What follows belongs to an exercise in optimizing a design on an open flow for a short achievable clock period and few clock cycles; a production flow would make more cautious choices. Only simulation tests tie the RTL to the original design; equivalence was not proved. Power and IR drop assume default switching activity.

File: flow/config.mk
export PLATFORM = sky130hd
export DESIGN_NAME = pipeline
export DESIGN_NICKNAME = pipeline
export VERILOG_FILES = /design/flow/design.v
export SDC_FILE = /design/flow/constraint.sdc
export NUM_CORES = 4
export LEC_CHECK = 0
export CAP_MARGIN = 20
export CORE_MARGIN = 2
export CORE_UTILIZATION = 35
export CTS_CLUSTER_DIAMETER = 60
export CTS_CLUSTER_SIZE = 30
export PLACE_DENSITY = 0.45
export SETUP_SLACK_MARGIN = 3.2
export SLEW_MARGIN = 20
export SYNTH_HIERARCHICAL = 1
export TNS_END_PERCENT = 100
File: flow/constraint.sdc
create_clock -name core_clock -period 5.5 [get_ports {clock}]
set_input_delay 1.1000 -clock core_clock [delete_from_list [all_inputs] [get_ports {clock}]]
set_output_delay 1.1000 -clock core_clock [all_outputs]
set_load 0.01 [all_outputs]
File: flow/design.v
module pl_add #(
    parameter int W = 16
) (
    input  logic [W-1:0] a,
    input  logic [W-1:0] b,
    input  logic         cin,
    output logic [W-1:0] s,
    output logic         cout
);
    logic [W+1:0] t;
    assign t    = {1'b0, a, 1'b1} + {1'b0, b, cin};
    assign s    = t[W:1];
    assign cout = t[W+1];
endmodule
module pl_inc #(
    parameter int W = 20
) (
    input  logic [W-1:0] a,
    output logic [W-1:0] s
);
    assign s = a + W'(1);
endmodule
module pl_dec #(
    parameter int W = 20
) (
    input  logic [W-1:0] a,
    output logic [W-1:0] s
);
    assign s = a - W'(1);
endmodule
module pipeline (
    input  logic                        clock,
    input  logic                        reset,
    input  logic [32-1:0]            mem_rdata,     
    output logic [1:0]                  mem_command,   
    output logic [32-1:0]            mem_addr,
    output logic [32-1:0]            mem_wdata,
    output logic                        commit_valid,
    output logic                        commit_wr_en,
    output logic [5-1:0]       commit_wr_idx,
    output logic [32-1:0]            commit_wr_data,
    output logic [32-1:0]            commit_npc,
    output logic [31:0]                 commit_inst
);
    localparam int QD = 8;      
    localparam int QC_W = 15;   
    logic [QC_W-1:0] pd_ctl;
    logic [6:0]      opcode;
    logic [2:0]      funct3;
    logic [6:0]      funct7;
    logic            r_add, r_sub, r_and, r_or, r_xor, is_rop, is_addi, is_lw, is_sw, writes;
    always_comb begin
        opcode  = mem_rdata[6:0];
        funct3  = mem_rdata[14:12];
        funct7  = mem_rdata[31:25];
        r_add   = (funct7 == 7'b0000000) && (funct3 == 3'b000);
        r_sub   = (funct7 == 7'b0100000)  && (funct3 == 3'b000);
        r_and   = (funct7 == 7'b0000000) && (funct3 == 3'b111);
        r_or    = (funct7 == 7'b0000000) && (funct3 == 3'b110);
        r_xor   = (funct7 == 7'b0000000) && (funct3 == 3'b100);
        is_rop  = (opcode == 7'b0110011) && (r_add || r_sub || r_and || r_or || r_xor);
        is_addi = (opcode == 7'b0010011) && (funct3 == 3'b000);
        is_lw   = (opcode == 7'b0000011) && (funct3 == 3'b010);
        is_sw   = (opcode == 7'b0100011) && (funct3 == 3'b010);
        writes  = is_rop || is_addi || is_lw;
        pd_ctl  = {is_rop || is_addi || is_lw || is_sw,                  
                   is_rop || is_sw,                                      
                   writes ? mem_rdata[11:7] : 5'd0,                      
                   writes && (mem_rdata[11:7] != 5'd0),                  
                   is_lw, is_sw,
                   is_rop && r_sub,                                      
                   !is_rop,                                              
                   is_rop && (r_add || r_sub),                           
                   is_rop && r_and, is_rop && r_or};
    end
    logic [1:0]        bus_cmd_q;
    logic [31:0]       bus_addr_q;
    logic [31:0]       bus_wdata_q;
    logic              bus_fetch_q;      
    logic [31:0]       pc_f;             
    logic [31:0]       q_inst [QD];
    logic [QC_W-1:0]   q_ctl  [QD];
    logic [QD-1:0]     q_wr;             
    logic [QD-1:0]     q_rd;
    logic [3:0]        q_cnt;
    logic              d_valid;
    logic [31:0]       d_inst;
    logic [31:0]       d_rs1_oh;         
    logic [31:0]       d_rs2_oh;
    logic [4:0]        d_rs1_q, d_rs2_q;
    logic              d_use1, d_use2, d_we, d_lw, d_sw, d_sub, d_kagu, d_kadd, d_and, d_or;
    logic [4:0]        d_rd;
    logic              d_dep1, d_dep2;   
    logic              d_m1, d_m2;       
    logic              d_w1, d_w2;       
    logic [31:0]       rf [1:31];
    logic              ex_valid;
    logic [31:0]       ex_inst;
    logic [31:0]       ex_a;
    logic [31:0]       ex_imm;           
    logic [31:0]       ex_s;             
    logic              ex_sub;
    logic              ex_kagu, ex_kadd, ex_and, ex_or;
    logic [4:0]        ex_rd;
    logic              ex_we;
    logic              ex_load;
    logic              ex_store;
    logic              mm_valid;
    logic [31:0]       mm_inst;
    logic [31:0]       mm_agu;           
    logic [15:0]       mm_lo;            
    logic              mm_c16;           
    logic [15:0]       mm_hi0, mm_hi1;   
    logic [31:0]       mm_logic;
    logic              mm_kagu, mm_kadd;
    logic [4:0]        mm_rd;
    logic              mm_we;
    logic              mm_load;
    logic [31:1]       wb_wen;           
    logic [31:0]       wb_val;           
    logic              cm_valid;
    logic              cm_we;
    logic [4:0]        cm_rd;
    logic [31:0]       cm_data;
    logic [31:0]       cm_npc;
    logic [31:0]       cm_inst;
    logic [31:0]       nx_npc;           
    logic stall, consume, pop;
    assign stall   = d_dep1 || d_dep2;
    assign consume = d_valid && !stall;
    assign pop     = (!d_valid || !stall) && (q_cnt != 4'd0);
    logic [31:0]     qh_inst;
    logic [QC_W-1:0] qh_ctl;
    logic [4:0]      qh_rs1, qh_rs2;
    logic            qh_use1, qh_use2;
    always_comb begin
        qh_inst = '0;
        qh_ctl  = '0;
        for (int i = 0; i < QD; i++) begin
            qh_inst = qh_inst | ({32{q_rd[i]}} & q_inst[i]);
            qh_ctl  = qh_ctl  | ({QC_W{q_rd[i]}} & q_ctl[i]);
        end
        qh_rs1  = qh_inst[19:15];
        qh_rs2  = qh_inst[24:20];
        qh_use1 = qh_ctl[QC_W-1];
        qh_use2 = qh_ctl[QC_W-2];
    end
    logic [4:0] n_rs1, n_rs2;
    assign n_rs1 = pop ? qh_rs1 : d_rs1_q;
    assign n_rs2 = pop ? qh_rs2 : d_rs2_q;
    always_ff @(posedge clock) begin
        for (int i = 0; i < QD; i++) begin
            if (bus_fetch_q && q_wr[i]) begin
                q_inst[i] <= mem_rdata;
                q_ctl[i]  <= pd_ctl;
            end
        end
    end
    always_ff @(posedge clock) begin
        if (reset) begin
            q_wr    <= QD'(1);
            q_rd    <= QD'(1);
            q_cnt   <= 4'd0;
            d_valid <= 1'b0;
            d_dep1  <= 1'b0;
            d_dep2  <= 1'b0;
        end else begin
            if (bus_fetch_q) q_wr <= {q_wr[QD-2:0], q_wr[QD-1]};
            if (pop)         q_rd <= {q_rd[QD-2:0], q_rd[QD-1]};
            q_cnt <= q_cnt + {3'd0, bus_fetch_q} - {3'd0, pop};
            if (!d_valid || !stall) d_valid <= pop;
            if (pop) begin
                d_dep1 <= d_valid && d_we && qh_use1 && (qh_rs1 == d_rd);
                d_dep2 <= d_valid && d_we && qh_use2 && (qh_rs2 == d_rd);
            end else begin
                d_dep1 <= 1'b0;
                d_dep2 <= 1'b0;
            end
        end
        if (pop) begin
            d_m1 <= ex_we && (qh_rs1 == ex_rd);
            d_m2 <= ex_we && (qh_rs2 == ex_rd);
            d_w1 <= mm_we && (qh_rs1 == mm_rd);
            d_w2 <= mm_we && (qh_rs2 == mm_rd);
        end else begin
            d_m1 <= d_dep1;
            d_m2 <= d_dep2;
            d_w1 <= d_m1;
            d_w2 <= d_m2;
        end
        d_rs1_q  <= n_rs1;
        d_rs2_q  <= n_rs2;
        d_rs1_oh <= 32'd1 << n_rs1;
        d_rs2_oh <= 32'd1 << n_rs2;
        if (pop) begin
            d_inst <= qh_inst;
            {d_use1, d_use2, d_rd, d_we, d_lw, d_sw, d_sub, d_kagu, d_kadd, d_and, d_or} <= qh_ctl;
        end
    end
    logic [31:0] m_val;
    assign m_val = mm_load ? mem_rdata
                 : (mm_kagu ? mm_agu
                 : (mm_kadd ? {(mm_c16 ? mm_hi1 : mm_hi0), mm_lo} : mm_logic));
    logic [31:0] rf1, rf2, f1, f2, imm;
    always_comb begin
        rf1 = '0;
        rf2 = '0;
        for (int i = 1; i < 32; i++) begin
            rf1 = rf1 | ({32{d_rs1_oh[i]}} & rf[i]);
            rf2 = rf2 | ({32{d_rs2_oh[i]}} & rf[i]);
        end
        f1  = d_m1 ? m_val : (d_w1 ? wb_val : rf1);
        f2  = d_m2 ? m_val : (d_w2 ? wb_val : rf2);
        imm = d_sw ? {{20{d_inst[31]}}, d_inst[31:25], d_inst[11:7]}
                   : {{20{d_inst[31]}}, d_inst[31:20]};
    end
    always_ff @(posedge clock) begin
        if (reset || !consume) begin
            ex_valid <= 1'b0;
            ex_rd    <= 5'd0;
            ex_we    <= 1'b0;
            ex_load  <= 1'b0;
            ex_store <= 1'b0;
        end else begin
            ex_valid <= 1'b1;
            ex_rd    <= d_rd;
            ex_we    <= d_we;
            ex_load  <= d_lw;
            ex_store <= d_sw;
        end
    end
    always_ff @(posedge clock) begin
        ex_inst  <= d_inst;
        ex_a     <= f1;
        ex_imm   <= imm;
        ex_s     <= f2;
        ex_sub   <= d_sub;
        ex_kagu  <= d_kagu;
        ex_kadd  <= d_kadd;
        ex_and   <= d_and;
        ex_or    <= d_or;
    end
    logic [11:0] agu_lo;
    logic        agu_c12;
    logic [19:0] agu_inc, agu_dec, agu_hi;
    logic [31:0] agu;
    pl_add #(.W(12)) agu_lo_add (.a(ex_a[11:0]), .b(ex_imm[11:0]), .cin(1'b0), .s(agu_lo), .cout(agu_c12));
    pl_inc #(.W(20)) agu_hi_inc (.a(ex_a[31:12]), .s(agu_inc));
    pl_dec #(.W(20)) agu_hi_dec (.a(ex_a[31:12]), .s(agu_dec));
    always_comb begin
        if (agu_c12 && !ex_imm[31])      agu_hi = agu_inc;
        else if (!agu_c12 && ex_imm[31]) agu_hi = agu_dec;
        else                             agu_hi = ex_a[31:12];
        agu = {agu_hi, agu_lo};
    end
    logic [31:0] b_eff;
    logic [15:0] add_lo, add_hi0, add_hi1;
    logic        add_c16, add_c0_unused, add_c1_unused;
    assign b_eff = ex_s ^ {32{ex_sub}};
    pl_add #(.W(16)) add_lo_add  (.a(ex_a[15:0]),  .b(b_eff[15:0]),  .cin(ex_sub), .s(add_lo),  .cout(add_c16));
    pl_add #(.W(16)) add_hi0_add (.a(ex_a[31:16]), .b(b_eff[31:16]), .cin(1'b0),   .s(add_hi0), .cout(add_c0_unused));
    pl_add #(.W(16)) add_hi1_add (.a(ex_a[31:16]), .b(b_eff[31:16]), .cin(1'b1),   .s(add_hi1), .cout(add_c1_unused));
    always_ff @(posedge clock) begin
        if (reset) begin
            mm_valid <= 1'b0;
            mm_rd    <= 5'd0;
            mm_we    <= 1'b0;
            mm_load  <= 1'b0;
        end else begin
            mm_valid <= ex_valid;
            mm_rd    <= ex_rd;
            mm_we    <= ex_we;
            mm_load  <= ex_load;
        end
        mm_inst  <= ex_inst;
        mm_agu   <= agu;
        mm_lo    <= add_lo;
        mm_c16   <= add_c16;
        mm_hi0   <= add_hi0;
        mm_hi1   <= add_hi1;
        mm_logic <= ex_and ? (ex_a & ex_s) : (ex_or ? (ex_a | ex_s) : (ex_a ^ ex_s));
        mm_kagu  <= ex_kagu;
        mm_kadd  <= ex_kadd;
    end
    logic ex_mem, issue_fetch;
    assign ex_mem      = ex_load || ex_store;
    assign issue_fetch = !ex_mem && ((q_cnt + {3'd0, bus_fetch_q}) < 4'(QD));
    always_ff @(posedge clock) begin
        if (reset) begin
            bus_cmd_q   <= 2'd1;
            bus_fetch_q <= 1'b1;
            bus_addr_q  <= 32'h0000_0000;
            pc_f        <= 32'h0000_0000 + 32'd4;
        end else begin
            bus_cmd_q   <= ex_store ? 2'd2 : ((ex_load || issue_fetch) ? 2'd1 : 2'd0);
            bus_fetch_q <= issue_fetch;
            bus_addr_q  <= ex_mem ? agu : pc_f;
            if (issue_fetch) pc_f <= pc_f + 32'd4;
        end
        bus_wdata_q <= ex_s;
    end
    assign mem_command = bus_cmd_q;
    assign mem_addr    = bus_addr_q;
    assign mem_wdata   = bus_wdata_q;
    always_ff @(posedge clock) begin
        if (reset) begin
            wb_wen   <= '0;
            cm_valid <= 1'b0;
            nx_npc   <= 32'h0000_0000 + 32'd4;
        end else begin
            for (int i = 1; i < 32; i++) wb_wen[i] <= mm_we && (mm_rd == 5'(i));
            cm_valid <= mm_valid;
            if (mm_valid) nx_npc <= nx_npc + 32'd4;
        end
        if (mm_we) wb_val <= m_val;
        cm_we   <= mm_we;
        cm_rd   <= mm_rd;
        cm_data <= m_val;
        cm_npc  <= nx_npc;
        cm_inst <= mm_inst;
    end
    always_ff @(posedge clock) begin
        for (int i = 1; i < 32; i++) begin
            if (reset)          rf[i] <= 32'd0;
            else if (wb_wen[i]) rf[i] <= wb_val;
        end
    end
    assign commit_valid   = cm_valid;
    assign commit_wr_en   = cm_we;
    assign commit_wr_idx  = cm_rd;
    assign commit_wr_data = cm_data;
    assign commit_npc     = cm_npc;
    assign commit_inst    = cm_inst;
endmodule
File: flow/run.sh
#!/bin/bash
# synth_recipe.tcl (not shown) runs the flow's synth.tcl, then flattens the netlist and writes it again
# the make line also repeats each setting of config.mk as NAME=value (left out here)
make -C /OpenROAD-flow-scripts/flow DESIGN_CONFIG=/design/flow/config.mk WORK_HOME=/design/flow/orfs CLKGATE_MAP_FILE= SYNTH_SCRIPT=/design/flow/synth_recipe.tcl finish
==> results.sh, run 1 <==
export IMPL_status="no timing/DRC/antenna violations"
export IMPL_utilization=0.425
export IMPL_setup_tns_ns=0
export IMPL_fmax_ghz=0.384
export IMPL_met1_usage=0.434
export IMPL_fin_skew_ns=0.0602
export IMPL_largest_register_ffs=992
export IMPL_fp_row_count=181
export IMPL_crit_top_cell="or4_4"
export IMPL_finalSetupViolCount=0
export IMPL_drc_errors=0
export IMPL_max_slew_margin=0.203
export IMPL_grt_use_met2=0.460
export IMPL_io_pins=203
export IMPL_use_met3=0.0777
export IMPL_final_nets=8473
export IMPL_p_int_uw=28200
export IMPL_min_period_over_period=0.473
export IMPL_ir_worst_vdd_mv=0.343
export IMPL_cts_root_buf="clkbuf_16"
export IMPL_syn_cell_area_um2=85900
export IMPL_grt_max_degree=180
export IMPL_p_leak_uw=0.0356
export IMPL_busiest_layer="met2"
export IMPL_wirelength_um=414000
export IMPL_p_sw_frac=0.374
export IMPL_cts_path_max_buffers=3
export IMPL_ant_nets=0
export IMPL_rsz0062_at_grt="true"
export IMPL_io_buffer_count=200
export IMPL_first_global_vias=67700
export IMPL_multi_input_area_um2=39300
export IMPL_top_register="rf"
export IMPL_cp_cell_sequence="or4_4 -> or4_4 -> nor4_4 -> xor2_1 -> o22ai_1 -> or3_1 -> a21oi_1"
export IMPL_cts_tree="yes"
export IMPL_power_switching_uw=16800
export IMPL_cp_max_fo=7
export IMPL_drv_cap=0
export IMPL_dp_hpwl_um=243000
export IMPL_report_final_slew_viol_count=0
export IMPL_cts_sinks=2073
export IMPL_cts_max_level=4
export IMPL_worstMarginPinSlew_ns=1.20
export IMPL_avgSynthCellArea_um2=10.6
export IMPL_core_area_um2=244000
export IMPL_hold_class="reg2reg"
export IMPL_dr_pass1_iters=7
export IMPL_path_clk_slew_ns=0.09
export IMPL_max_stage_delay_ns=0.60
export IMPL_worstSetupEndpointType="register"
export IMPL_syn2layout_area_growth_pct=20.4
export IMPL_seq_power_share=0.429
export IMPL_die_w_um=499
export IMPL_setup_slack_ns=2.90
export IMPL_cts_buffers=167
export IMPL_fin_crit_ns=2.60
export IMPL_gp_congestion=0.906
export IMPL_drive_above_1_share=0.190
export IMPL_die_h_um=499
export IMPL_dp_slack_ns=1.49
export IMPL_initial_core_util=0.353
export IMPL_cp_top_family="simple AND/OR/NAND/NOR gates"
export IMPL_worstPathArrival_ns=3.36
export IMPL_clockPowerShare=0.303
export IMPL_overflow=0
export IMPL_cp_start_kind="register"
export IMPL_fill_cells=23200
export IMPL_whs_ns=0.319
export IMPL_worstSetupPathType="reg2reg"
export IMPL_drt_iter0_drc=11000
export IMPL_hold_viol=0
export IMPL_power_uw=45000
export IMPL_vias_per_cell=6.21
export IMPL_antenna_found_initial=27
export IMPL_p_comb_frac=0.268
export IMPL_wl_per_cell_um=35.5
export IMPL_grt_first_pass_wirelength_um=562000
export IMPL_clkLatencyLatePin_ns=0.88
export IMPL_crit_slowest_cell="or4_4"
export IMPL_seqCellArea_um2=46700
export IMPL_hold_buffers=0
export IMPL_ys_warn_count=10
export IMPL_syn_inst=8137
export IMPL_largestRegisters="rf: 992 flops, q_inst: 256 flops, q_ctl: 120 flops"
export IMPL_vias=72400
export IMPL_pwr_density_cell_nw_per_um2=435
export IMPL_worstPathRequired_ns=6.26
export IMPL_critPathBufInv=0
export IMPL_die_area_um2=249000
export IMPL_grt_usage=0.318
-- power by group through the flow --
stage | sequential [uW] | combinational (uW) | clock (uW)
global route | 19300 | 12300 | 14400
detailed placement | 19800 | 9130 | 0
CTS | 19400 | 10600 | 13800
global placement | 19800 | 9130 | 0
finish | 19300 | 12100 | 13600
floorplan | 18300 | 4850 | 0
-- per-stage QoR --
stage               instance area (um^2)  cells
floorplan                          86300   8145
global placement                   92000  11100
detailed placement                 92000  11100
CTS                               101000  11500
global route                      103000  11600
finish                            103000  11700
-- layout make-up --
class,count,area share
flip-flops and latches,2073,0.451
repair buffers,692,0.0647
clock buffers,180,0.0416
inverters,141,0.00547
clock inverters,130,0.0180
well taps,3202,0.0387
diodes,13,0.000314
multi-input cells,5228,0.380
-- worst reg2reg max path: cells and delay by family, from the launching register on --
family	cells	cell delay [ns]
simple gates	4	1.68
flops	1	0.39
compound gates	2	0.25
xor+xnor	1	0.19
-- layer usage --
layer  wire (um)  vias up
met5         231        -
met4       27200       22
met3       43100     1148
met2      172000     4665
met1      172000    36300
li1            -    30200
-- worst paths after layout --
path / startpoint / end / slack, ns / cells after the start
worst max register to register: ex_a[20] / bus_addr_q[27] / 2.90 / 7
worst max-delay path: ex_a[20] / bus_addr_q[27] / 2.90 / 7
worst min-delay path: d_inst[15] / ex_inst[15] / 0.32 / 0
worst min register to register: d_inst[15] / ex_inst[15] / 0.32 / 0
-- cell usage in the layout (no fill, tap or decap), types with 73 or more instances in the layout --
cell type	n
a21oi_1	193
a221oi_1	312
a22o_1	324
a22oi_1	500
buf_4	379
buf_6	172
clkbuf_16	169
dfxtp_1	1350
dfxtp_2	136
dfxtp_4	134
edfxtp_1	453
ha_1	87
inv_1	135
mux2i_1	1065
nand2_1	276
nand3_1	97
nand4_1	211
nor2_1	1187
o21ai_0	146
xnor2_1	92
xor2_1	73
-- timing repair --
item                                     CTS  global route
resized for setup                       1327           244
hold endpoints to repair                   0             0
pin swaps                                 68            96
endpoints found under the setup margin   724           448
setup buffers                            117           114
cloned                                    12             1
Testbench counts, summed over its fixed seeds: cycles 33,594.
==> run 2, diff against run 1 <==
--- a/flow/design.v
+++ b/flow/design.v
@@ -12,22 +12,6 @@
     assign s    = t[W:1];
     assign cout = t[W+1];
 endmodule
-module pl_inc #(
-    parameter int W = 20
-) (
-    input  logic [W-1:0] a,
-    output logic [W-1:0] s
-);
-    assign s = a + W'(1);
-endmodule
-module pl_dec #(
-    parameter int W = 20
-) (
-    input  logic [W-1:0] a,
-    output logic [W-1:0] s
-);
-    assign s = a - W'(1);
-endmodule
 module pipeline (
     input  logic                        clock,
     input  logic                        reset,
@@ -99,6 +83,7 @@
     logic [31:0]       ex_a;
     logic [31:0]       ex_imm;           
     logic [31:0]       ex_s;             
+    logic [31:0]       ex_bx;            
     logic              ex_sub;
     logic              ex_kagu, ex_kadd, ex_and, ex_or;
     logic [4:0]        ex_rd;
@@ -234,29 +219,20 @@
         ex_a     <= f1;
         ex_imm   <= imm;
         ex_s     <= f2;
+        ex_bx    <= f2 ^ {32{d_sub}};
         ex_sub   <= d_sub;
         ex_kagu  <= d_kagu;
         ex_kadd  <= d_kadd;
         ex_and   <= d_and;
         ex_or    <= d_or;
     end
-    logic [11:0] agu_lo;
-    logic        agu_c12;
-    logic [19:0] agu_inc, agu_dec, agu_hi;
     logic [31:0] agu;
-    pl_add #(.W(12)) agu_lo_add (.a(ex_a[11:0]), .b(ex_imm[11:0]), .cin(1'b0), .s(agu_lo), .cout(agu_c12));
-    pl_inc #(.W(20)) agu_hi_inc (.a(ex_a[31:12]), .s(agu_inc));
-    pl_dec #(.W(20)) agu_hi_dec (.a(ex_a[31:12]), .s(agu_dec));
-    always_comb begin
-        if (agu_c12 && !ex_imm[31])      agu_hi = agu_inc;
-        else if (!agu_c12 && ex_imm[31]) agu_hi = agu_dec;
-        else                             agu_hi = ex_a[31:12];
-        agu = {agu_hi, agu_lo};
-    end
+    logic        agu_c_unused;
+    pl_add #(.W(32)) agu_add (.a(ex_a), .b(ex_imm), .cin(1'b0), .s(agu), .cout(agu_c_unused));
     logic [31:0] b_eff;
     logic [15:0] add_lo, add_hi0, add_hi1;
     logic        add_c16, add_c0_unused, add_c1_unused;
-    assign b_eff = ex_s ^ {32{ex_sub}};
+    assign b_eff = ex_bx;
     pl_add #(.W(16)) add_lo_add  (.a(ex_a[15:0]),  .b(b_eff[15:0]),  .cin(ex_sub), .s(add_lo),  .cout(add_c16));
     pl_add #(.W(16)) add_hi0_add (.a(ex_a[31:16]), .b(b_eff[31:16]), .cin(1'b0),   .s(add_hi0), .cout(add_c0_unused));
     pl_add #(.W(16)) add_hi1_add (.a(ex_a[31:16]), .b(b_eff[31:16]), .cin(1'b1),   .s(add_hi1), .cout(add_c1_unused));
==> run 2 against run 1 <==
Cell count is 2.5% higher. Sequential power hardly changed. Largest cell class unchanged. Critical path type unchanged. Still clean. Largest power group unchanged. Fmax is 0.23% higher.
==> results.sh, run 2 <==
export IMPL_status="no timing/DRC/antenna violations"
export IMPL_layout_commonest_cell="dfxtp_1"
export IMPL_power_switching_uw=17700
export IMPL_multi_input_area_um2=38900
export IMPL_cp_start_kind="register"
export IMPL_finalSetupViolCount=0
export IMPL_hold_viol=0
export IMPL_largest_register_ffs=992
export IMPL_pwr_density_cell_nw_per_um2=439
export IMPL_io_buffer_count=200
export IMPL_dr_pass1_iters=7
export IMPL_syn_cell_area_um2=86700
export IMPL_avgSynthCellArea_um2=10.5
export IMPL_seq_power_share=0.422
export IMPL_core_area_um2=246000
export IMPL_fin_skew_ns=0.0686
export IMPL_min_period_over_period=0.472
export IMPL_gp_congestion=0.881
export IMPL_final_cell_mix="1,387 x dfxtp_1, 1,213 x nor2_1, 1,054 x mux2i_1, 612 x a22oi_1, 453 x edfxtp_1"
export IMPL_rr_startpoint="ex_inst[31]"
export IMPL_fill_cells=23100
export IMPL_ir_worst_vdd_mv=0.361
export IMPL_syn_inst=8224
export IMPL_vias=73600
export IMPL_reg2reg_slack_ns=2.90
export IMPL_report_final_slew_viol_count=0
export IMPL_cts_path_max_buffers=3
export IMPL_clkLatencyLatePin_ns=0.87
export IMPL_largestRegisters="rf: 992 flops, q_inst: 256 flops, q_ctl: 120 flops"
export IMPL_hold_path_depth=0
export IMPL_antenna_found_initial=37
export IMPL_path_clk_slew_ns=0.09
export IMPL_seqCellArea_um2=47300
export IMPL_rr_endpoint="bus_addr_q[19]"
export IMPL_drt_iter0_drc=10900
export IMPL_p_int_uw=28800
export IMPL_hold_end="cm_inst[16]"
export IMPL_cp_max_fo=6
export IMPL_die_area_um2=252000
export IMPL_grt_first_pass_wirelength_um=574000
export IMPL_drc_errors=0
export IMPL_cts_max_level=4
export IMPL_initial_core_util=0.352
export IMPL_overflow=0
export IMPL_fin_crit_ns=2.60
export IMPL_ys_warn_count=10
export IMPL_min_from="mm_inst[16]"
export IMPL_drv_cap=0
export IMPL_wl_per_cell_um=36.0
export IMPL_io_pins=203
export IMPL_die_w_um=502
export IMPL_worstPathArrival_ns=3.37
export IMPL_cts_tree="yes"
export IMPL_utilization=0.430
export IMPL_dp_hpwl_um=241000
export IMPL_grt_usage=0.327
export IMPL_top_register="rf"
export IMPL_cts_root_buf="clkbuf_16"
export IMPL_vias_per_cell=6.16
export IMPL_wirelength_um=430000
export IMPL_drive_above_1_share=0.197
export IMPL_fmax_ghz=0.385
export IMPL_worstPathRequired_ns=6.27
export IMPL_rr_worst_depth=13
export IMPL_max_slew_margin=0.173
export IMPL_worstMarginPinSlew_ns=1.24
export IMPL_cts_sinks=2105
export IMPL_fp_row_count=182
export IMPL_die_h_um=502
export IMPL_rsz0062_at_grt="true"
export IMPL_final_nets=8660
export IMPL_p_comb_frac=0.287
export IMPL_syn2layout_area_growth_pct=22.0
export IMPL_p_leak_uw=0.0373
export IMPL_setup_tns_ns=0
export IMPL_clockPowerShare=0.290
export IMPL_hold_class="reg2reg"
export IMPL_grt_max_degree=176
export IMPL_ant_nets=0
export IMPL_cts_buffers=167
export IMPL_worstSetupPathType="reg2reg"
export IMPL_p_sw_frac=0.380
export IMPL_first_global_vias=68500
export IMPL_worstSetupEndpointType="register"
==> run 2: metrics by stage <==
stage	setup WS [ns]	hold slack [ns]	area (um^2)	power, uW	instances
after floorplan	2.82	0.310	87000	23500	8233
after global placement	1.13	0.310	92400	29500	11300
after detailed placement	1.75	0.312	92500	29600	11300
after CTS	2.92	0.316	103000	45200	11800
after global routing	2.79	0.322	106000	47400	11900
final	2.90	0.312	106000	46400	11900
==> run 2: worst max-delay path by stage <==
stage / from / endpoint / slack [ns] / cells past startpoint
final: ex_inst[31] / bus_addr_q[19] / 2.90 / 13
after global routing: ex_inst[31] / bus_addr_q[29] / 2.79 / 13
after CTS: cm_data[7] / commit_wr_data[7] / 2.92 / 1
after detailed placement: mem_rdata[26] / q_ctl[3][0] / 1.75 / 7
after global placement: mm_c16 / ex_bx[29] / 1.13 / 6
after floorplan: mem_rdata[27] / q_ctl[0][0] / 2.82 / 6
==> run 2: metal layers <==
metal | vias up | share of wire | GRT usage | wire, um
met3 | 1297 | 0.11 | 0.0979 | 48700
met1 | 36600 | 0.41 | 0.437 | 175000
li1 | 30600 | - | - | -
met4 | 20 | 0.063 | 0.175 | 27000
met5 | - | 0.00028 | 0.00135 | 122
met2 | 5151 | 0.42 | 0.471 | 179000
==> run 2: final cells by class <==
class | instances | area share
diodes | 17 | 0.000402
clock buffers | 185 | 0.0416
clock inverters | 128 | 0.0155
inverters | 174 | 0.00629
multi-input cells | 5249 | 0.367
flip-flops and latches | 2105 | 0.447
well taps | 3312 | 0.0392
repair buffers | 775 | 0.0823
==> run 2: repair_timing <==
item                       4_1_cts  5_1_grt
pin swaps                      137      148
cloned                          24        5
setup endpoints to repair      672      395
resized for setup             1422      272
buffers inserted               198      108
hold buffers                     0        0
==> run 2: worst max-delay path: stages, from the launching register on <==
cell and delay (ns):
dfxtp_4 0.40, buf_12 0.16, ha_4 0.26, and3_4 0.19, a211o_1 0.30, a21oi_2 0.17, o41ai_4 0.10, buf_6 0.15
buf_4 0.14, buf_6 0.11, a31oi_4 0.15, xnor2_2 0.15, nand2_2 0.09, a21oi_2 0.12
==> run 2: power groups by stage <==
stage | Clock, uW | Combinational (uW) | Sequential [uW]
final | 13500 | 13300 | 19600
after detailed placement | 0 | 9380 | 20200
after floorplan | 0 | 4800 | 18700
after global routing | 14200 | 13500 | 19700
after CTS | 13700 | 12000 | 19600
after global placement | 0 | 9320 | 20200
Testbench counts of run 2, summed over its fixed seeds: cycles 33,594.
==> run 3, diff against run 2 <==
--- a/flow/design.v
+++ b/flow/design.v
@@ -1,3 +1,34 @@
+module pl_carry #(
+    parameter int W = 16
+) (
+    input  logic [W-1:0] a,
+    input  logic [W-1:0] b,
+    input  logic         cin,
+    output logic [W-1:0] p,
+    output logic [W:0]   c
+);
+    localparam int L = (W > 16) ? 5 : ((W > 8) ? 4 : ((W > 4) ? 3 : 2));   
+    logic [W-1:0] gl [L+1];
+    logic [W-1:0] pl [L+1];
+    always_comb begin
+        p = a ^ b;
+        gl[0] = a & b;
+        gl[0][0] = (a[0] & b[0]) | (p[0] & cin);
+        pl[0] = p;
+        for (int l = 0; l < L; l++) begin
+            for (int i = 0; i < W; i++) begin
+                if (i >= (1 << l)) begin
+                    gl[l+1][i] = gl[l][i] | (pl[l][i] & gl[l][i - (1 << l)]);
+                    pl[l+1][i] = pl[l][i] & pl[l][i - (1 << l)];
+                end else begin
+                    gl[l+1][i] = gl[l][i];
+                    pl[l+1][i] = pl[l][i];
+                end
+            end
+        end
+        c = {gl[L], cin};
+    end
+endmodule
 module pl_add #(
     parameter int W = 16
 ) (
@@ -7,10 +38,21 @@
     output logic [W-1:0] s,
     output logic         cout
 );
-    logic [W+1:0] t;
-    assign t    = {1'b0, a, 1'b1} + {1'b0, b, cin};
-    assign s    = t[W:1];
-    assign cout = t[W+1];
+    logic [W-1:0] p;
+    logic [W:0]   c;
+    pl_carry #(.W(W)) carry (.a(a), .b(b), .cin(cin), .p(p), .c(c));
+    assign s    = p ^ c[W-1:0];
+    assign cout = c[W];
+endmodule
+module pl_agu (
+    input  logic [31:0] a,
+    input  logic [11:0] imm,
+    output logic [31:0] s
+);
+    logic [31:0] p;
+    logic [32:0] c;
+    pl_carry #(.W(32)) carry (.a(a), .b({{20{imm[11]}}, imm}), .cin(1'b0), .p(p), .c(c));
+    assign s = p ^ c[31:0];
 endmodule
 module pipeline (
     input  logic                        clock,
@@ -26,7 +68,7 @@
     output logic [32-1:0]            commit_npc,
     output logic [31:0]                 commit_inst
 );
-    localparam int QD = 8;      
+    localparam int QD = 12;      
     localparam int QC_W = 15;   
     logic [QC_W-1:0] pd_ctl;
     logic [6:0]      opcode;
@@ -81,7 +123,7 @@
     logic              ex_valid;
     logic [31:0]       ex_inst;
     logic [31:0]       ex_a;
-    logic [31:0]       ex_imm;           
+    logic [11:0]       ex_imm;           
     logic [31:0]       ex_s;             
     logic [31:0]       ex_bx;            
     logic              ex_sub;
@@ -217,7 +259,7 @@
     always_ff @(posedge clock) begin
         ex_inst  <= d_inst;
         ex_a     <= f1;
-        ex_imm   <= imm;
+        ex_imm   <= imm[11:0];
         ex_s     <= f2;
         ex_bx    <= f2 ^ {32{d_sub}};
         ex_sub   <= d_sub;
@@ -227,8 +269,7 @@
         ex_or    <= d_or;
     end
     logic [31:0] agu;
-    logic        agu_c_unused;
-    pl_add #(.W(32)) agu_add (.a(ex_a), .b(ex_imm), .cin(1'b0), .s(agu), .cout(agu_c_unused));
+    pl_agu agu_add (.a(ex_a), .imm(ex_imm), .s(agu));
     logic [31:0] b_eff;
     logic [15:0] add_lo, add_hi0, add_hi1;
     logic        add_c16, add_c0_unused, add_c1_unused;
==> run 3 against run 2 <==
Clock skew is 0.019 ns higher. Sequential share of layout area is 2.5 points higher. Critical path type unchanged. Fmax is 1.9% lower. First-iteration DRC count increased by 8.7%. Combinational power fell by 7%. Setup slack lost 0.051 ns. Global-route usage fell by 0.99 points. Utilization down 0.55 points. Still clean. Largest power group unchanged. Synthesized cell count increased by 3.9%.
==> results.sh, run 3 <==
export IMPL_startpoint="ex_inst[31]"
export IMPL_worstSetupEndpointType="register"
export IMPL_cp_max_fo=7
export IMPL_ys_warn_count=16
export IMPL_max_slew_margin=0.236
export IMPL_syn_inst=8541
export IMPL_p_leak_uw=0.0399
export IMPL_hold_class="reg2reg"
export IMPL_pwr_density_cell_nw_per_um2=437
export IMPL_dp_hpwl_um=261000
export IMPL_avgSynthCellArea_um2=10.9
export IMPL_ant_nets=0
export IMPL_rr_startpoint="ex_inst[31]"
export IMPL_grt_usage=0.317
export IMPL_io_buffer_count=200
export IMPL_io_pins=203
export IMPL_wl_per_cell_um=36.0
export IMPL_drv_cap=0
export IMPL_worstPathRequired_ns=6.30
export IMPL_dr_pass1_iters=7
export IMPL_grt_first_pass_wirelength_um=603000
export IMPL_seqCellArea_um2=53200
export IMPL_drt_iter0_drc=11800
export IMPL_vias_per_cell=6.12
export IMPL_drive_above_1_share=0.187
export IMPL_crit_path_end="bus_addr_q[25]"
export IMPL_top_register="rf"
export IMPL_dpl_cell_area_um2=100000
export IMPL_largest_register_ffs=992
export IMPL_hold_viol=0
export IMPL_reg2reg_slack_ns=2.85
export IMPL_cts_sinks=2301
export IMPL_status="no timing/DRC/antenna violations"
export IMPL_setup_tns_ns=0
export IMPL_fin_crit_ns=2.65
export IMPL_syn_cell_area_um2=93500
export IMPL_fp_row_count=189
export IMPL_fill_cells=25200
export IMPL_rr_endpoint="bus_addr_q[25]"
export IMPL_finalSetupViolCount=0
export IMPL_worstMarginPinSlew_ns=1.15
export IMPL_layout_commonest_cell="dfxtp_1"
export IMPL_overflow=0
export IMPL_largestRegisters="rf: 992 flops, q_inst: 384 flops, q_ctl: 180 flops"
export IMPL_initial_core_util=0.352
export IMPL_cts_tree="yes"
export IMPL_fin_skew_ns=0.0881
export IMPL_cts_buffers=200
export IMPL_wirelength_um=449000
export IMPL_hold_buffers=0
export IMPL_core_area_um2=265000
export IMPL_worstPathArrival_ns=3.45
export IMPL_drc_errors=0
export IMPL_fmax_ghz=0.378
export IMPL_cts_max_level=4
export IMPL_cts_root_buf="clkbuf_16"
export IMPL_final_nets=8945
export IMPL_syn2layout_area_growth_pct=20.4
export IMPL_fin_area_um2=113000
export IMPL_clkLatencyLatePin_ns=0.92
export IMPL_vias=76300
export IMPL_die_h_um=521
export IMPL_cts_path_max_buffers=4
export IMPL_path_clk_slew_ns=0.09
export IMPL_worstSetupPathType="reg2reg"
export IMPL_rsz0062_at_grt="true"
export IMPL_ir_worst_vdd_mv=0.286
export IMPL_antenna_found_initial=35
export IMPL_rr_worst_depth=10
export IMPL_gp_congestion=0.891
export IMPL_min_period_over_period=0.482
export IMPL_multi_input_area_um2=39600
export IMPL_report_final_slew_viol_count=0
export IMPL_cp_start_kind="register"
export IMPL_die_w_um=521
export IMPL_final_cell_mix="1,379 x dfxtp_1, 1,212 x nor2_1, 1,055 x mux2i_1, 641 x edfxtp_1, 420 x a22o_1"
export IMPL_first_global_vias=71900
export IMPL_grt_max_degree=179
export IMPL_die_area_um2=271000
## run 3: where the power goes
| part | switching [uW] | internal, uW | leakage, uW |
|---|---|---|---|
| registers | 1650 | 19400 | 0.0195 |
| clock network | 7680 | 8040 | 0.00346 |
| logic | 8510 | 3920 | 0.0169 |
| total | 17800 | 31300 | 0.0399 |
## run 3: final cells by class
type                       instances  area share
timing repair inverter             2    0.000156
inverter                         192     0.00668
sequential                      2301       0.472
clock inverter                   147      0.0172
tap                             3533      0.0393
timing repair buffer             737      0.0659
antenna                           13    0.000289
multi-input combinational       5327       0.352
clock buffer                     215      0.0463
## run 3: worst min-delay path by stage
| stage | depth (start not counted) | slack, ns | startpoint | to |
|---|---|---|---|---|
| CTS | 0 | 0.29 | ex_inst[21] | mm_inst[21] |
| global route | 0 | 0.30 | ex_inst[21] | mm_inst[21] |
| detailed placement | 0 | 0.31 | mm_inst[10] | cm_inst[10] |
| global placement | 0 | 0.31 | mm_inst[1] | cm_inst[1] |
| finish | 0 | 0.28 | ex_inst[21] | mm_inst[21] |
| floorplan | 0 | 0.31 | mm_inst[0] | cm_inst[0] |
## run 3: repair_timing
action,4_1_cts,5_1_grt
setup endpoints to repair,996,459
gates resized for setup,1399,243
pin swaps,85,68
gates cloned,8,7
buffers inserted,176,78
hold endpoints to repair,0,0
## run 3: critical path, cell delays in order, from the launching register on
cell,delay (ns)
dfxtp_4,0.40
buf_4,0.15
ha_4,0.30
nand2_1,0.08
o21a_1,0.22
or4_4,0.56
o221ai_4,0.31
o2bb2ai_4,0.16
xor2_2,0.20
nand2_1,0.07
a21oi_1,0.12
## run 3: routing by layer
layer	share of wire	track usage	vias to the layer above	routed length (um)
met2	0.41	0.460	4893	185000
li1	-	-	31800	-
met1	0.42	0.437	38400	188000
met5	0.00038	0.00105	-	169
met3	0.11	0.0830	1167	49400
met4	0.058	0.151	26	25900
## run 3: metrics by stage
| step | cells | power (uW) | hold slack, ns | utilization | worst slack [ns] |
|---|---|---|---|---|---|
| 2_1_floorplan | 8546 | 25000 | 0.310 | - | 2.76 |
| 3_3_place_gp | 11800 | 31100 | 0.310 | 0.376 | 1.28 |
| 3_5_place_dp | 11800 | 31100 | 0.312 | 0.377 | 1.21 |
| 4_1_cts | 12400 | 48200 | 0.289 | 0.417 | 2.82 |
| 5_1_grt | 12500 | 50300 | 0.304 | 0.424 | 2.75 |
| 6_report | 12500 | 49200 | 0.277 | 0.424 | 2.85 |
Testbench counts of run 3, summed over its fixed seeds: cycles 33,482.
==> run 4, diff against run 3 <==
--- a/flow/design.v
+++ b/flow/design.v
@@ -44,15 +44,36 @@
     assign s    = p ^ c[W-1:0];
     assign cout = c[W];
 endmodule
+module pl_incdec #(
+    parameter int W = 16
+) (
+    input  logic [W-1:0] a,
+    output logic [W-1:0] s,
+    output logic [W-1:0] d
+);
+    logic [W-1:0] ones;    
+    logic [W-1:0] zeros;   
+    always_comb begin
+        for (int i = 0; i < W; i++) begin
+            ones[i]  = &(a  | ~((W'(1) << i) - W'(1)));
+            zeros[i] = &(~a | ~((W'(1) << i) - W'(1)));
+        end
+        s = a ^ ones;
+        d = a ^ zeros;
+    end
+endmodule
 module pl_agu (
     input  logic [31:0] a,
     input  logic [11:0] imm,
     output logic [31:0] s
 );
-    logic [31:0] p;
-    logic [32:0] c;
-    pl_carry #(.W(32)) carry (.a(a), .b({{20{imm[11]}}, imm}), .cin(1'b0), .p(p), .c(c));
-    assign s = p ^ c[31:0];
+    logic [15:0] lo, hi_inc, hi_dec;
+    logic        c16;
+    logic        neg;
+    assign neg = imm[11];
+    pl_add    #(.W(16)) lo_add (.a(a[15:0]),  .b({{4{imm[11]}}, imm}), .cin(1'b0), .s(lo), .cout(c16));
+    pl_incdec #(.W(16)) hi     (.a(a[31:16]), .s(hi_inc), .d(hi_dec));
+    assign s = {(c16 ? (neg ? a[31:16] : hi_inc) : (neg ? hi_dec : a[31:16])), lo};
 endmodule
 module pipeline (
     input  logic                        clock,
@@ -122,7 +143,8 @@
     logic [31:0]       rf [1:31];
     logic              ex_valid;
     logic [31:0]       ex_inst;
-    logic [31:0]       ex_a;
+    logic [31:0]       ex_a;             
+    logic [31:0]       ex_aa;            
     logic [11:0]       ex_imm;           
     logic [31:0]       ex_s;             
     logic [31:0]       ex_bx;            
@@ -258,7 +280,8 @@
     end
     always_ff @(posedge clock) begin
         ex_inst  <= d_inst;
-        ex_a     <= f1;
+        if (!d_kagu) ex_a <= f1;    
+        ex_aa    <= f1;
         ex_imm   <= imm[11:0];
         ex_s     <= f2;
         ex_bx    <= f2 ^ {32{d_sub}};
@@ -269,7 +292,7 @@
         ex_or    <= d_or;
     end
     logic [31:0] agu;
-    pl_agu agu_add (.a(ex_a), .imm(ex_imm), .s(agu));
+    pl_agu agu_add (.a(ex_aa), .imm(ex_imm), .s(agu));
     logic [31:0] b_eff;
     logic [15:0] add_lo, add_hi0, add_hi1;
     logic        add_c16, add_c0_unused, add_c1_unused;
==> run 4 against run 3 <==
Total power rose by 3.3%. First-iteration DRC count fell by 6.0%. Worst hold slack improved by 0.041 ns. Sequential cell count rose by 32. Critical path type is now reg2out. Fmax rose by 4.8%. Still clean. Critical endpoint is now commit_wr_data[2]. Critical path depth fell by 9. Cell count barely moved. Clock skew fell by 0.0040 ns. Non-clock buffer count fell by 18.
==> results.sh, run 4 <==
export IMPL_path_clk_slew_ns=0.10
export IMPL_syn2layout_area_growth_pct=20.0
export IMPL_cts_sinks=2333
export IMPL_final_cell_mix="1,398 x dfxtp_1, 1,200 x nor2_1, 1,102 x mux2i_1, 673 x edfxtp_1, 419 x a22o_1"
export IMPL_worstSetupEndpointType="primary output"
export IMPL_cp_top_family="flip-flops"
export IMPL_cp_start_kind="register"
export IMPL_min_period_over_period=0.460
export IMPL_cts_buffers=194
export IMPL_grt_first_pass_wirelength_um=599000
export IMPL_fp_row_count=190
export IMPL_drt_iter0_drc=11100
export IMPL_max_stage_delay_ns=0.42
export IMPL_fin_skew_ns=0.0841
export IMPL_io_pins=203
export IMPL_drv_cap=0
export IMPL_fin_crit_ns=2.53
export IMPL_io_buffer_count=200
export IMPL_dp_hpwl_um=260000
export IMPL_wirelength_um=444000
export IMPL_fmax_ghz=0.396
export IMPL_hold_buffers=0
export IMPL_cts_path_max_buffers=4
export IMPL_p_leak_uw=0.0399
export IMPL_overflow=0
export IMPL_setup_tns_ns=0
export IMPL_avgSynthCellArea_um2=11.0
export IMPL_worstPathArrival_ns=1.43
export IMPL_largestRegisters="rf: 992 flops, q_inst: 384 flops, q_ctl: 180 flops"
export IMPL_grt_max_degree=188
export IMPL_die_area_um2=274000
export IMPL_top_register="rf"
export IMPL_placedCellCount=11900
export IMPL_initial_core_util=0.352
export IMPL_fin_cells=12500
export IMPL_drc_errors=0
export IMPL_power_uw=50800
export IMPL_largest_register_ffs=992
export IMPL_hold_class="reg2reg"
export IMPL_rsz0062_at_grt="true"
export IMPL_die_w_um=523
export IMPL_die_h_um=523
export IMPL_fin_area_um2=113000
export IMPL_max_slew_margin=0.171
export IMPL_layout_commonest_cell="dfxtp_1"
export IMPL_cp_max_fo=1
export IMPL_critPathBufInv=1
export IMPL_grt_usage=0.312
export IMPL_ys_warn_count=14
export IMPL_dr_pass1_iters=9
export IMPL_worstPathRequired_ns=4.40
export IMPL_worstSetupPathType="reg2out"
export IMPL_first_global_vias=71700
export IMPL_worstMarginPinSlew_ns=1.24
export IMPL_report_final_slew_viol_count=0
export IMPL_whs_ns=0.319
export IMPL_vias=76100
export IMPL_final_nets=8916
export IMPL_reg2reg_slack_ns=3.02
export IMPL_syn_inst=8554
export IMPL_wl_per_cell_um=35.7
export IMPL_antenna_found_initial=25
export IMPL_core_area_um2=268000
export IMPL_vias_per_cell=6.11
export IMPL_clkLatencyLatePin_ns=0.91
export IMPL_fill_cells=25500
export IMPL_finalSetupViolCount=0
export IMPL_ir_worst_vdd_mv=0.310
export IMPL_drive_above_1_share=0.184
export IMPL_gp_congestion=0.902
export IMPL_status="no timing/DRC/antenna violations"
export IMPL_dpl_cell_area_um2=101000
export IMPL_cts_tree="yes"
export IMPL_syn_cell_area_um2=94500
export IMPL_cp_cell_sequence="buf_6"
export IMPL_ant_nets=0
export IMPL_cts_root_buf="clkbuf_16"
export IMPL_hold_viol=0
export IMPL_cts_max_level=4
export IMPL_crit_slowest_cell="dfxtp_4"
export IMPL_pwr_density_cell_nw_per_um2=448
==> run 4: metrics by stage <==
| stage | utilization | worst slack (ns) |
|---|---|---|
| after floorplan | - | 2.76 |
| after global placement | 0.376 | 1.32 |
| after detailed placement | 0.376 | 1.21 |
| after CTS | 0.416 | 2.92 |
| after global routing | 0.422 | 2.89 |
| final | 0.423 | 2.97 |
==> run 4: timing repair <==
| item | 4_1_cts | 5_1_grt |
|---|---|---|
| pin swaps | 63 | 85 |
| endpoints found under the setup margin | 832 | 466 |
| cloned | 16 | 5 |
| buffers inserted | 159 | 66 |
| gates resized for setup | 1390 | 242 |
==> run 4: final timing paths <==
path                     from           endpoint  cells past startpoint
hold reg to reg   mm_inst[23]        cm_inst[23]                      0
setup reg to reg  ex_inst[31]     bus_addr_q[17]                     12
setup / recovery   cm_data[2]  commit_wr_data[2]                      1
hold / removal    mm_inst[23]        cm_inst[23]                      0
==> run 4: area by class of cell <==
| class | instances | area (um^2) | share of cell area |
|---|---|---|---|
| inverter | 188 | 749 | 0.00661 |
| clock buffer | 214 | 5110 | 0.0451 |
| antenna | 9 | 22.5 | 0.000199 |
| clock inverter | 139 | 1790 | 0.0158 |
| timing repair inverter | 1 | 8.76 | 0.0000773 |
| tap | 3552 | 4440 | 0.0392 |
| timing repair buffer | 719 | 7440 | 0.0656 |
| multi-input combinational | 5306 | 39600 | 0.350 |
| sequential | 2333 | 54100 | 0.477 |
==> run 4: power breakdown <==
| group | internal [uW] | leakage (uW) | switching (uW) | total (uW) |
|---|---|---|---|---|
| Sequential | 19900 | 0.0199 | 1810 | 21700 |
| Combinational | 4620 | 0.0167 | 9140 | 13800 |
| Clock | 7570 | 0.00334 | 7760 | 15300 |
| Total | 32100 | 0.0399 | 18700 | 50800 |
==> run 4: routing by layer <==
layer	GRT usage	wire length, um	vias to the layer above	part of all wire
met4	0.150	24800	8	0.056
met3	0.0750	43700	1095	0.098
met5	0	50	-	0.00011
li1	-	-	31900	-
met2	0.457	187000	4603	0.42
met1	0.430	188000	38500	0.42
Testbench counts of run 4, summed over its fixed seeds: cycles 33,482.
==> run 5, diff against run 4 <==
--- a/flow/config.mk
+++ b/flow/config.mk
@@ -11,7 +11,7 @@
 export CTS_CLUSTER_DIAMETER = 60
 export CTS_CLUSTER_SIZE = 30
 export PLACE_DENSITY = 0.45
-export SETUP_SLACK_MARGIN = 3.2
+export SETUP_SLACK_MARGIN = 3.5
 export SLEW_MARGIN = 20
 export SYNTH_HIERARCHICAL = 1
 export TNS_END_PERCENT = 100
==> run 5 against run 4 <==
Worst hold slack got worse by 0.014 ns. Setup slack got worse by 0.052 ns. Non-clock buffer count is 453 higher. Clock skew down 0.0048 ns. Global-route usage grew 1.6 points. Critical path type unchanged. Utilization is 3.7 points higher.
==> results.sh, run 5 <==
export IMPL_hold_buffers=0
export IMPL_ir_worst_vdd_mv=0.314
export IMPL_dpl_cell_area_um2=101000
export IMPL_syn2layout_area_growth_pct=30.4
export IMPL_die_w_um=523
export IMPL_vias=78700
export IMPL_min_period_over_period=0.469
export IMPL_largest_register_ffs=992
export IMPL_core_area_um2=268000
export IMPL_fin_crit_ns=2.58
export IMPL_worstPathRequired_ns=4.40
export IMPL_hold_viol=0
export IMPL_drive_above_1_share=0.278
export IMPL_syn_inst=8554
export IMPL_largestRegisters="rf: 992 flops, q_inst: 384 flops, q_ctl: 180 flops"
export IMPL_fill_cells=24600
export IMPL_wl_per_cell_um=36.1
export IMPL_utilization=0.459
export IMPL_crit_slowest_cell="dfxtp_4"
export IMPL_pwr_density_cell_nw_per_um2=453
export IMPL_final_nets=9374
export IMPL_worstSetupPathType="reg2out"
export IMPL_grt_max_degree=210
export IMPL_finalSetupViolCount=0
export IMPL_power_switching_uw=20600
export IMPL_io_buffer_count=200
export IMPL_p_leak_uw=0.0441
export IMPL_clockPowerShare=0.273
export IMPL_final_cell_mix="1,383 x dfxtp_1, 1,157 x nor2_1, 1,102 x mux2i_1, 673 x edfxtp_1, 491 x buf_4"
export IMPL_cp_cell_sequence="buf_6"
export IMPL_dr_pass1_iters=9
export IMPL_seq_power_share=0.388
export IMPL_p_comb_frac=0.340
export IMPL_die_area_um2=274000
export IMPL_p_int_uw=35200
export IMPL_p_sw_frac=0.369
export IMPL_syn_cell_area_um2=94500
export IMPL_max_stage_delay_ns=0.42
export IMPL_fin_cells=12900
export IMPL_status="no timing/DRC/antenna violations"
export IMPL_io_pins=203
export IMPL_hold_class="reg2reg"
export IMPL_cp_max_fo=1
export IMPL_cts_root_buf="clkbuf_16"
export IMPL_worstPathArrival_ns=1.48
export IMPL_setup_tns_ns=0
export IMPL_report_final_slew_viol_count=0
export IMPL_initial_core_util=0.352
export IMPL_critPathBufInv=1
export IMPL_fp_row_count=190
export IMPL_max_slew_margin=0.168
export IMPL_top_register="rf"
export IMPL_path_clk_slew_ns=0.10
export IMPL_fin_skew_ns=0.0793
export IMPL_clkLatencyLatePin_ns=0.94
export IMPL_overflow=0
export IMPL_grt_usage=0.328
export IMPL_wirelength_um=467000
export IMPL_worstSetupEndpointType="primary output"
export IMPL_cts_sinks=2333
export IMPL_cp_top_family="flip-flops"
export IMPL_drc_errors=0
export IMPL_gp_congestion=0.893
export IMPL_first_global_vias=74500
export IMPL_dp_hpwl_um=261000
export IMPL_avgSynthCellArea_um2=11.0
export IMPL_rsz0062_at_grt="true"
export IMPL_vias_per_cell=6.09
export IMPL_grt_first_pass_wirelength_um=627000
export IMPL_cts_tree="yes"
export IMPL_layout_commonest_cell="dfxtp_1"
export IMPL_cp_start_kind="register"
export IMPL_ant_nets=0
export IMPL_fin_area_um2=123000
export IMPL_cts_path_max_buffers=4
export IMPL_fmax_ghz=0.388
export IMPL_die_h_um=523
export IMPL_cts_max_level=4
export IMPL_worstMarginPinSlew_ns=1.25
export IMPL_antenna_found_initial=34
export IMPL_ys_warn_count=14
export IMPL_drv_cap=0
export IMPL_drt_iter0_drc=10500
export IMPL_placedCellCount=11900
export IMPL_cts_buffers=194
run 5: cell count changes in the layout (fill, tap and decap cells not counted), sizes merged, moves of 2 or more:
cell and delta:
buf +454, clkinv +13, inv -11, clkdlybuf4s50 -8, clkinvlp +7, and2 +5
clkdlybuf4s15 +4, dlymetal6s2s -4, dlygate4sd2 +3, clkbuf +2
run 5: worst paths after layout:
check / slack [ns] / depth (start not counted) / to / from
max reg2reg: 2.93 / 12 / bus_addr_q[17] / ex_inst[31]
min reg2reg: 0.30 / 0 / ex_inst[19] / d_inst[19]
max: 2.92 / 1 / commit_wr_data[1] / cm_data[1]
min: 0.30 / 0 / ex_inst[19] / d_inst[19]
run 5: stage by stage:
step / hold WS (ns) / total power, uW / setup WS [ns]
6_report: 0.304 / 55800 / 2.92
5_1_grt: 0.317 / 57100 / 2.72
4_1_cts: 0.301 / 53500 / 2.88
2_1_floorplan: 0.310 / 26700 / 2.76
3_3_place_gp: 0.310 / 33000 / 1.18
3_5_place_dp: 0.312 / 33100 / 1.18
run 5: cell type report:
cell class              count  area (um^2)  area share
clock buffers             213         5100      0.0414
repair inverters            1         8.76   0.0000711
repair buffers           1172        13800       0.112
flip-flops and latches   2333        54100       0.439
well taps                3552         4440      0.0361
diodes                      8         20.0    0.000162
clock inverters           147         1760      0.0143
multi-input cells        5311        43200       0.350
inverters                 188          773     0.00628
run 5: metal layers:
metal | part of all wire | track usage | up-vias
li1 | - | - | 32800
met1 | 0.41 | 0.438 | 39600
met2 | 0.42 | 0.480 | 4894
met3 | 0.11 | 0.0913 | 1319
met4 | 0.065 | 0.172 | 16
met5 | 0.00046 | 0.00260 | -
run 5: power by group through the flow:
stage,Sequential [uW],Combinational [uW],Clock [uW]
2_1_floorplan,20900,5850,0
3_3_place_gp,22600,10300,0
3_5_place_dp,22700,10400,0
4_1_cts,21600,16500,15400
5_1_grt,21700,19300,16100
6_report,21600,18900,15200
run 5: what timing repair did:
item                                   in CTS  in global routing
setup buffers                             515                146
endpoints found under the hold margin       0                  0
resized for setup                        2328                475
setup endpoints to repair                1297                653
pin swaps                                 352                345
gates cloned                               35                  8
==> run 6, diff against run 5 <==
--- a/flow/config.mk
+++ b/flow/config.mk
@@ -7,11 +7,11 @@
 export LEC_CHECK = 0
 export CAP_MARGIN = 20
 export CORE_MARGIN = 2
-export CORE_UTILIZATION = 35
+export CORE_UTILIZATION = 42
 export CTS_CLUSTER_DIAMETER = 60
 export CTS_CLUSTER_SIZE = 30
-export PLACE_DENSITY = 0.45
-export SETUP_SLACK_MARGIN = 3.5
+export PLACE_DENSITY = 0.52
+export SETUP_SLACK_MARGIN = 3.2
 export SLEW_MARGIN = 20
 export SYNTH_HIERARCHICAL = 1
 export TNS_END_PERCENT = 100
==> run 6 against run 5 <==
Still clean. Count of clock-buffer cells in the layout is 32 lower. Die area is 17% lower. Combinational power is 29% lower. Critical path depth did not move. Total power shrank 13%. Via count down 2.5%. Setup slack improved by 0.090 ns. Clock skew down 0.015 ns. Critical path type unchanged. Largest cell class unchanged. Largest power group unchanged.
==> results.sh, run 6 <==
export IMPL_critPathBufInv=1
export IMPL_cts_tree="yes"
export IMPL_largestRegisters="rf: 992 flops, q_inst: 384 flops, q_ctl: 180 flops"
export IMPL_finalSetupViolCount=0
export IMPL_final_cell_mix="1,409 x dfxtp_1, 1,200 x nor2_1, 1,102 x mux2i_1, 673 x edfxtp_1, 420 x a22o_1"
export IMPL_whs_ns=0.316
export IMPL_syn2layout_area_growth_pct=18.1
export IMPL_min_period_over_period=0.453
export IMPL_crit_slowest_cell="dfxtp_4"
export IMPL_cts_sinks=2333
export IMPL_antenna_found_initial=27
export IMPL_max_stage_delay_ns=0.42
export IMPL_drive_above_1_share=0.178
export IMPL_fp_row_count=174
export IMPL_drc_errors=0
export IMPL_cp_max_fo=1
export IMPL_fmax_ghz=0.402
export IMPL_grt_max_degree=213
export IMPL_first_global_vias=71500
export IMPL_status="no timing/DRC/antenna violations"
export IMPL_p_leak_uw=0.0395
export IMPL_die_w_um=478
export IMPL_largest_register_ffs=992
export IMPL_rsz0062_at_grt="true"
export IMPL_startpoint="bus_wdata_q[2]"
export IMPL_fin_crit_ns=2.49
export IMPL_layout_commonest_cell="dfxtp_1"
export IMPL_cts_path_max_buffers=3
export IMPL_hold_buffers=0
export IMPL_dp_hpwl_um=241000
export IMPL_worstPathArrival_ns=1.39
export IMPL_hold_viol=0
export IMPL_drt_iter0_drc=12700
export IMPL_worstPathRequired_ns=4.40
export IMPL_drv_cap=0
export IMPL_placedCellCount=11300
export IMPL_report_final_slew_viol_count=0
export IMPL_grt_first_pass_wirelength_um=575000
export IMPL_wl_per_cell_um=35.7
export IMPL_fin_cells=11900
export IMPL_overflow=0
export IMPL_cp_start_kind="register"
export IMPL_gp_congestion=0.910
export IMPL_io_pins=203
export IMPL_path_clk_slew_ns=0.10
export IMPL_fill_cells=20200
export IMPL_clkLatencyLatePin_ns=0.89
export IMPL_p_comb_frac=0.276
export IMPL_power_uw=48600
export IMPL_min_from="mm_inst[22]"
export IMPL_avgSynthCellArea_um2=11.0
export IMPL_vias=76700
export IMPL_cp_top_family="flip-flops"
export IMPL_setup_tns_ns=0
export IMPL_syn_inst=8554
export IMPL_vias_per_cell=6.46
export IMPL_initial_core_util=0.421
export IMPL_top_register="rf"
export IMPL_worstSetupEndpointType="primary output"
export IMPL_cts_root_buf="clkbuf_16"
export IMPL_fin_skew_ns=0.0638
export IMPL_die_area_um2=229000
export IMPL_pwr_density_cell_nw_per_um2=436
export IMPL_worstSetupPathType="reg2out"
export IMPL_max_slew_margin=0.125
export IMPL_ys_warn_count=14
export IMPL_io_buffer_count=200
export IMPL_cts_buffers=169
export IMPL_p_sw_frac=0.370
export IMPL_seq_power_share=0.443
export IMPL_rr_startpoint="ex_inst[31]"
export IMPL_worstMarginPinSlew_ns=1.31
export IMPL_grt_usage=0.356
export IMPL_p_int_uw=30700
export IMPL_cp_cell_sequence="buf_6"
export IMPL_clockPowerShare=0.281
export IMPL_final_nets=8911
export IMPL_syn_cell_area_um2=94500
export IMPL_die_h_um=478
export IMPL_dr_pass1_iters=10
export IMPL_ant_nets=0
export IMPL_hold_class="reg2reg"
export IMPL_cts_max_level=4
export IMPL_core_area_um2=224000
export IMPL_wirelength_um=424000
export IMPL_ir_worst_vdd_mv=0.346
export IMPL_power_switching_uw=18000
==> run 6: final cells by class <==
type	instances	area (um^2)	share of cell area
Inverter	188	733	0.00657
Clock inverter	135	1630	0.0146
Timing Repair inverter	1	8.76	0.0000785
Antenna cell	4	10.0	0.0000898
Tap cell	2992	3740	0.0336
Timing Repair Buffer	740	7430	0.0666
Sequential cell	2333	54100	0.485
Clock buffer	181	4370	0.0392
Multi-Input combinational cell	5305	39500	0.354
==> run 6: final timing paths <==
path                                        to  slack [ns]  cells past startpoint
worst min register to register     cm_inst[22]        0.32                      0
worst min-delay path               cm_inst[22]        0.32                      0
worst max register to register  bus_addr_q[30]        3.11                     11
worst max-delay path              mem_wdata[2]        3.01                      1
==> run 6: power by group through the flow <==
stage / Clock, uW / Combinational (uW) / Sequential, uW
finish: 13700 / 13400 / 21500
global route: 14500 / 13700 / 21700
CTS: 13800 / 12300 / 21500
detailed placement: 0 / 10300 / 22300
global placement: 0 / 10300 / 22300
floorplan: 0 / 5790 / 20900
==> run 6: what timing repair did <==
| item | in CTS | in global routing |
|---|---|---|
| pin swaps | 64 | 90 |
| buffers inserted | 193 | 77 |
| endpoints found under the setup margin | 927 | 504 |
| resized for setup | 1347 | 247 |
| cloned | 14 | 2 |
==> run 6: metrics by stage <==
stage / util / setup WS (ns) / cell area, um^2
after floorplan: - / 2.76 / 94700
after global placement: 0.445 / 1.39 / 99900
after detailed placement: 0.446 / 1.28 / 99900
after CTS: 0.489 / 2.96 / 110000
after global routing: 0.497 / 2.93 / 112000
final: 0.497 / 3.01 / 112000
==> run 6: metal layers <==
metal	routed length, um	global-route usage	vias up
met5	513	0.00294	-
met4	28300	0.186	44
met3	51900	0.104	1448
met2	176000	0.514	5363
met1	168000	0.479	38100
li1	-	-	31800

[separate check: timing with driven ports]
How much do the figures lean on ideal ports? The routed layouts below were timed once more, with nothing changed but the port constraints.
Step 1 sets driving cells, clkbuf_16 on the clock port and buf_2 on the other inputs (assumed; they add their load-dependent delay and slew).
Step 2 times the ports against the registers' clock, not the clock port: input delays grow and output delays shrink by t, the midpoint of the rising clock arrivals with the driver on.
Three values: ideal, step 1, step 2; two values: the first two.
run | t (ns) | setup slack, ns | clock arrival spread, ns | slew at the worst register clock pin (ns) | pins driven straight from the clock port
run 1 | 0.945 | 2.896 / 2.896 / 2.293 | 0.064 / 0.064 | 0.10 / 0.10 | 1
run 2 | 0.938 | 2.902 / 2.890 / 2.263 | 0.074 / 0.075 | 0.10 / 0.10 | 1
run 3 | 0.978 | 2.851 / 2.821 / 2.274 | 0.090 / 0.091 | 0.10 / 0.10 | 1
run 4 | 0.966 | 2.973 / 2.877 / 2.353 | 0.093 / 0.093 | 0.10 / 0.10 | 1
run 5 | 1.004 | 2.920 / 2.817 / 2.408 | 0.080 / 0.080 | 0.10 / 0.10 | 1
run 6 | 0.948 | 3.010 / 2.916 / 2.275 | 0.065 / 0.065 | 0.10 / 0.10 | 1
After both steps setup and hold are still met in every run listed. For run 6, which loses most, drivers alone change the setup slack by -0.094 ns; drivers and shift together by -0.735 ns.
